From an optimization exercise on the open Yosys and OpenROAD flow, aimed at small area; shortcuts taken in it are not production practice.
In this exercise RTL edits were held to simulation tests only and were not proved equivalent to the original.
Power is estimated from default activity; no workload was simulated.

run a:
## r4_sdf_stage
module r4_sdf_stage #(
	parameter int fft_points = 256,
	parameter int sample_w   = 16
) (
	input  logic                  clk,
	input  logic                  rst_n,
	input  logic                  in_valid_i,
	input  logic [2*sample_w-1:0] in_data_i,
	output logic                  in_ready_o,
	output logic                  out_valid_o,
	output logic [2*sample_w-1:0] out_data_o,
	input  logic                  out_ready_i
);
Size: about 16000 cells after synthesis, roughly 6200 flip-flops, about 70 I/O pins, about 0.18 mm² of cells after synthesis.
==> flow/config.mk <==
export PLATFORM = sky130hd
export DESIGN_NAME = r4_sdf_stage
export DESIGN_NICKNAME = r4_sdf_stage
export VERILOG_FILES = /design/flow/design.v
export SDC_FILE = /design/flow/constraint.sdc
export NUM_CORES = 4
export LEC_CHECK = 0
export CAP_MARGIN = 0
export CORE_MARGIN = 2
export CORE_UTILIZATION = 65
export CTS_BUF_LIST = sky130_fd_sc_hd__clkbuf_8
export CTS_CLUSTER_DIAMETER = 60
export CTS_CLUSTER_SIZE = 20
export GPL_TIMING_DRIVEN = 0
export PLACE_DENSITY = 0.75
export SETUP_SLACK_MARGIN = 0.05
export SLEW_MARGIN = 0
==> flow/constraint.sdc <==
create_clock -name core_clock -period 5.0 [get_ports {clk}]
set_input_delay 1.0000 -clock core_clock [delete_from_list [all_inputs] [get_ports {clk}]]
set_output_delay 1.0000 -clock core_clock [all_outputs]
set_load 0.01 [all_outputs]
standard.sh (not shown) runs the stock make flow with config.mk's settings and CLKGATE_MAP_FILE= SYNTH_SCRIPT=/design/flow/synth_recipe.tcl, a recipe that flattens the netlist after the stock synthesis.
==> flow/flow/run.sh <==
#!/bin/bash
# Layout: the standard flow (standard.sh) with two changes made through
# ORFS variables:
#  - REMOVE_ABC_BUFFERS=1: the floorplan step deletes the buffers ABC put on
#    high-fanout nets, so the resizer rebuilds those trees after placement
#    (with GPL_TIMING_DRIVEN 0 in config.mk, global placement would otherwise
#    keep them);
#  - CTS_ARGS: the standard CTS arguments with config.mk's clustering and
#    buffer settings, plus -dont_use_dummy_load, so CTS adds no balancing
#    dummy cells.
# Each tool's log stays under orfs/logs; make's own output goes to make.log.
set -euo pipefail
cd "$(dirname "$0")/.."
export REMOVE_ABC_BUFFERS=1
export CTS_ARGS="-sink_clustering_enable -repair_clock_nets -sink_clustering_size 20 -sink_clustering_max_diameter 60 -buf_list sky130_fd_sc_hd__clkbuf_8 -dont_use_dummy_load"
bash standard.sh finish > make.log 2>&1
Relative to run a, the following input files were edited for run b:
- changing CAP_MARGIN from 0 to 5
- changing SLEW_MARGIN from 0 to 5
==> comparison <==
Run b has completed all stages; timing, DRC and antenna checks passed. [compare] base=run a new=run b: portion of the clock cycle consumed by the worst path in the final layout went down by 0.20 points, length of the first detailed-routing pass in iterations went down by 1, area occupied by multi-input gates was more or less identical. met3 layer usage reported by global route across run b and run a: no real change.


Setup of the reference run:
r4_sdf_stage, a different RTL version from the one above (not shown whole).
Size in the first run: ~16000 cells after synthesis, ~6200 flip-flops, about 0.18 mm² of cells after synthesis.
==> flow/config.mk <==
export PLATFORM = sky130hd
export DESIGN_NAME = r4_sdf_stage
export DESIGN_NICKNAME = r4_sdf_stage
export VERILOG_FILES = /design/flow/design.v
export SDC_FILE = /design/flow/constraint.sdc
export NUM_CORES = 4
export LEC_CHECK = 0
export CAP_MARGIN = 20
export CORE_MARGIN = 2
export CORE_UTILIZATION = 65
export CTS_BUF_LIST = sky130_fd_sc_hd__clkbuf_8
export CTS_CLUSTER_DIAMETER = 60
export CTS_CLUSTER_SIZE = 20
export PLACE_DENSITY = 0.75
export SLEW_MARGIN = 20
==> flow/constraint.sdc <==
create_clock -name core_clock -period 5.0 [get_ports {clk}]
set_input_delay 1.0000 -clock core_clock [delete_from_list [all_inputs] [get_ports {clk}]]
set_output_delay 1.0000 -clock core_clock [all_outputs]
set_load 0.01 [all_outputs]
run.sh (not shown) runs the stock make flow with config.mk's settings and CLKGATE_MAP_FILE= SYNTH_SCRIPT=/design/flow/synth_recipe.tcl, a recipe that flattens the netlist after the stock synthesis.
Stock flow here: none of the scripts above is used.
Modified inputs, the trial run compared to the reference run
Settings: putting GPL_TIMING_DRIVEN at 0 where nothing was set; swapping 20 for 5 in CAP_MARGIN; putting SETUP_SLACK_MARGIN at 0.05 where nothing was set; swapping 20 for 5 in SLEW_MARGIN.
==> flow/flow/run.sh (new file) <==
#!/bin/bash
# Layout: the standard flow (standard.sh) with two changes made through
# ORFS variables:
#  - REMOVE_ABC_BUFFERS=1: the floorplan step deletes the buffers ABC put on
#    high-fanout nets, so the resizer rebuilds those trees after placement
#    (with GPL_TIMING_DRIVEN 0 in config.mk, global placement would otherwise
#    keep them);
#  - CTS_ARGS: the standard CTS arguments with config.mk's clustering and
#    buffer settings, plus -dont_use_dummy_load, so CTS adds no balancing
#    dummy cells.
# Each tool's log stays under orfs/logs; make's own output goes to make.log.
set -euo pipefail
cd "$(dirname "$0")/.."
export REMOVE_ABC_BUFFERS=1
export CTS_ARGS="-sink_clustering_enable -repair_clock_nets -sink_clustering_size 20 -sink_clustering_max_diameter 60 -buf_list sky130_fd_sc_hd__clkbuf_8 -dont_use_dummy_load"
bash standard.sh finish > make.log 2>&1
==> flow/standard.sh (new file) <==
#!/bin/bash
# synth_recipe.tcl (not shown) runs the flow's synth.tcl, then flattens the netlist and writes it again
# the make line also repeats each setting of config.mk as NAME=value (left out here)
make -C /OpenROAD-flow-scripts/flow DESIGN_CONFIG=/design/flow/config.mk WORK_HOME=/design/flow/orfs CLKGATE_MAP_FILE= SYNTH_SCRIPT=/design/flow/synth_recipe.tcl "${@:-finish}"
removed: flow/run.sh
[summary]
- In the tables for the trial run and the reference run, largest stage delay on the critical path reads higher with the trial run.
- Per the comparison of the trial run with the reference run, top achievable clock speed fell about 0.7%; design area decreased about 1%.
- Maximum number of pins on one net before global-route repair for the trial run is lower than for the reference run.
- In the reports for the trial run and the reference run, the larger cell area after placement belongs to the reference run.
- The reference run → the trial run: register area held; non-clock buffering overhead in the final layout fell by 0.95 points.
- The trial run vs the reference run on proportion of power drawn by the clock network: the trial run is the lower one.


== job 4643 ==
r4_sdf_stage again, from the RTL that the note above started with.
Settings: LEC_CHECK=0, CAP_MARGIN=20, CORE_MARGIN=2, CORE_UTILIZATION=65, CTS_BUF_LIST=sky130_fd_sc_hd__clkbuf_8, CTS_CLUSTER_DIAMETER=60, CTS_CLUSTER_SIZE=20, GPL_TIMING_DRIVEN=0, PLACE_DENSITY=0.75, SLEW_MARGIN=20; clock period 5.0 ns.
standard.sh (not shown) runs the stock make flow with config.mk's settings and CLKGATE_MAP_FILE= SYNTH_SCRIPT=/design/flow/synth_recipe.tcl, a recipe that flattens the netlist after the stock synthesis.
==> flow/flow/run.sh <==
#!/bin/bash
# Layout: the standard flow (standard.sh) with two changes made through
# ORFS variables:
#  - REMOVE_ABC_BUFFERS=1: the floorplan step deletes the buffers ABC put on
#    high-fanout nets, so the resizer rebuilds those trees after placement
#    (with GPL_TIMING_DRIVEN 0 in config.mk, global placement would otherwise
#    keep them);
#  - CTS_ARGS: the standard CTS arguments with config.mk's clustering and
#    buffer settings, plus -dont_use_dummy_load, so CTS adds no balancing
#    dummy cells.
# Each tool's log stays under orfs/logs; make's own output goes to make.log.
set -euo pipefail
cd "$(dirname "$0")/.."
export REMOVE_ABC_BUFFERS=1
export CTS_ARGS="-sink_clustering_enable -repair_clock_nets -sink_clustering_size 20 -sink_clustering_max_diameter 60 -buf_list sky130_fd_sc_hd__clkbuf_8 -dont_use_dummy_load"
bash standard.sh finish > make.log 2>&1
Input changes introduced in job 4443 (baseline for comparison: job 4643):
==> flow/run.sh (new file) <==
#!/bin/bash
# synth_recipe.tcl (not shown) runs the flow's synth.tcl, then flattens the netlist and writes it again
# the make line also repeats each setting of config.mk as NAME=value (left out here)
make -C /OpenROAD-flow-scripts/flow DESIGN_CONFIG=/design/flow/config.mk WORK_HOME=/design/flow/orfs CLKGATE_MAP_FILE= SYNTH_SCRIPT=/design/flow/synth_recipe.tcl finish
diff --git a/flow/config.mk b/flow/config.mk
--- a/flow/config.mk
+++ b/flow/config.mk
@@ -7,2 +7,3 @@
 export LEC_CHECK = 0
+export ABC_AREA = 1
 export CAP_MARGIN = 20
@@ -13,3 +14,2 @@
 export CTS_CLUSTER_SIZE = 20
-export GPL_TIMING_DRIVEN = 0
 export PLACE_DENSITY = 0.75
removed: flow/flow/run.sh
removed: flow/standard.sh
--- outcome ---
- Job 4443 — maximum fanout count along the critical path 6 higher, job 4643 as reference
- Looking at worst setup slack after layout across job 4443 and job 4643, the one that comes out higher is job 4443.
- The aggregate global-route resource usage in job 4443 sits 5.0 points above the value recorded for job 4643.
- Compared with job 4643, job 4443 ends up with a larger final cell area.
- Lower share of total power consumed by net switching among job 4443 and job 4643: job 4643
- Across both runs, clock-buffer cell count was higher for job 4443 than for job 4643.
- Job 4443 against job 4643; wire length on met1 is up by more than 10%.
- In the flow results for job 4443 and job 4643, the share of cell area taken by multi-input logic gates is smaller on job 4443.
- In job 4443 relative to job 4643, total number of placement rows had gone up slightly.
- Taking job 4643 as the reference point, the worst-case headroom to the max-slew limit of job 4443 rises by 6.0 points.
- Cmp job 4443 vs job 4643: critical path depth higher in job 4443
Modified inputs, job 2594 compared to job 4443
==> flow/flow/run.sh (new file) <==
#!/bin/bash
# Layout: the standard flow (standard.sh) with two changes made through
# ORFS variables:
#  - REMOVE_ABC_BUFFERS=1: the floorplan step deletes the buffers ABC put on
#    high-fanout nets, so the resizer rebuilds those trees after placement
#    (with GPL_TIMING_DRIVEN 0 in config.mk, global placement would otherwise
#    keep them);
#  - CTS_ARGS: the standard CTS arguments with config.mk's clustering and
#    buffer settings, plus -dont_use_dummy_load, so CTS adds no balancing
#    dummy cells.
# Each tool's log stays under orfs/logs; make's own output goes to make.log.
set -euo pipefail
cd "$(dirname "$0")/.."
export REMOVE_ABC_BUFFERS=1
export CTS_ARGS="-sink_clustering_enable -repair_clock_nets -sink_clustering_size 20 -sink_clustering_max_diameter 60 -buf_list sky130_fd_sc_hd__clkbuf_8 -dont_use_dummy_load"
bash standard.sh finish > make.log 2>&1
==> flow/standard.sh (new file) <==
#!/bin/bash
# synth_recipe.tcl (not shown) runs the flow's synth.tcl, then flattens the netlist and writes it again
# the make line also repeats each setting of config.mk as NAME=value (left out here)
make -C /OpenROAD-flow-scripts/flow DESIGN_CONFIG=/design/flow/config.mk WORK_HOME=/design/flow/orfs CLKGATE_MAP_FILE= SYNTH_SCRIPT=/design/flow/synth_recipe.tcl "${@:-finish}"
diff --git a/flow/config.mk b/flow/config.mk
--- a/flow/config.mk
+++ b/flow/config.mk
@@ -7,3 +7,2 @@
 export LEC_CHECK = 0
-export ABC_AREA = 1
 export CAP_MARGIN = 20
@@ -14,3 +13,5 @@
 export CTS_CLUSTER_SIZE = 20
+export GPL_TIMING_DRIVEN = 0
 export PLACE_DENSITY = 0.75
+export SETUP_SLACK_MARGIN = 0.1
 export SLEW_MARGIN = 20
removed: flow/run.sh
## What came out
- Job 4443 completed every stage of the flow, and the final layout passed the timing, DRC and antenna checks.
- Both conditions hold for job 2594: the flow ran to the end and the final layout passed the timing, DRC and antenna checks.
- When job 2594 is set beside job 4443, its core box area turns out to be 3.0% smaller.
- From job 4443 to job 2594 the numbers moved as follows: core utilization about even; row count fell 3; highest clock rate fell about 3%; remaining global-route overflow about even.
- The timing endpoint of the critical path comes out g_seg[2].u_seg.sr[0][15] in one run and out_data_q[28] in the other, namely in job 2594 and job 4443 respectively.
- Job 2594 consumes less power than job 4443 does.
- Relative to job 4443, clock skew has increased by 37 ps in job 2594.
- Delta (job 2594 minus job 4443): share of the final layout cell area in multi-input gates saw an increase, global-route usage now sits lower, design internal power dropped 3.0 mW, total wirelength of the detailed-routed design now sits lower.
The inputs of job 5753 differ from those of job 2594 as listed below.
==> flow/run.sh (new file) <==
#!/bin/bash
# synth_recipe.tcl (not shown) runs the flow's synth.tcl, then flattens the netlist and writes it again
# the make line also repeats each setting of config.mk as NAME=value (left out here)
make -C /OpenROAD-flow-scripts/flow DESIGN_CONFIG=/design/flow/config.mk WORK_HOME=/design/flow/orfs CLKGATE_MAP_FILE= SYNTH_SCRIPT=/design/flow/synth_recipe.tcl finish
diff --git a/flow/config.mk b/flow/config.mk
--- a/flow/config.mk
+++ b/flow/config.mk
@@ -9,3 +9,3 @@
 export CORE_MARGIN = 2
-export CORE_UTILIZATION = 65
+export CORE_UTILIZATION = 75
 export CTS_BUF_LIST = sky130_fd_sc_hd__clkbuf_8
@@ -14,4 +14,3 @@
 export GPL_TIMING_DRIVEN = 0
-export PLACE_DENSITY = 0.75
-export SETUP_SLACK_MARGIN = 0.1
+export PLACE_DENSITY = 0.82
 export SLEW_MARGIN = 20
removed: flow/flow/run.sh
removed: flow/standard.sh
### Flow results
- Job 2594 → job 5753: via count higher, portion of total power attributed to sequential cells lost 0.5 points.
- Job 5753 completed end to end; final checks failed (negative setup slack).
- The final reports for job 5753 and job 2594 show detailed-route wire length higher in the former.

==> port drivers added, routing unchanged <==
The results above use ideal ports. As a check the final layouts listed here were re-extracted and re-timed, cells and wires unchanged.
Step 1 sets driving cells, clkbuf_16 on the clock port and buf_2 on the other inputs (assumed; they add their load-dependent delay and slew).
Step 2 times the ports against the registers' clock, not the clock port: input delays grow and output delays shrink by t, the midpoint of the rising clock arrivals with the driver on.
Three values: ideal ports, drivers, drivers and shift; two values: the first two.
run | t, ns | setup WS [ns] | pins driven straight from the clock port
run a | 1.123 | 0.152 / 0.188 / -0.936 | 1
run b | 1.137 | 0.162 / 0.108 / -1.029 | 1
the reference run | 1.148 | 0.137 / 0.137 / -0.785 | 1
the trial run | 1.132 | 0.102 / 0.102 / -0.997 | 1
job 4643 | 1.129 | 0.157 / 0.157 / -0.935 | 1
job 4443 | 1.147 | 0.283 / 0.283 / -0.272 | 1
job 2594 | 1.131 | 0.134 / 0.134 / -0.878 | 1
job 5753 | 1.238 | -0.219 / -0.219 / -1.134 | 1
With both steps, setup timing fails in 7 of these runs, where it was met with ideal ports. For run b, which loses most, drivers alone change the setup slack by -0.054 ns; drivers and shift together by -1.191 ns.
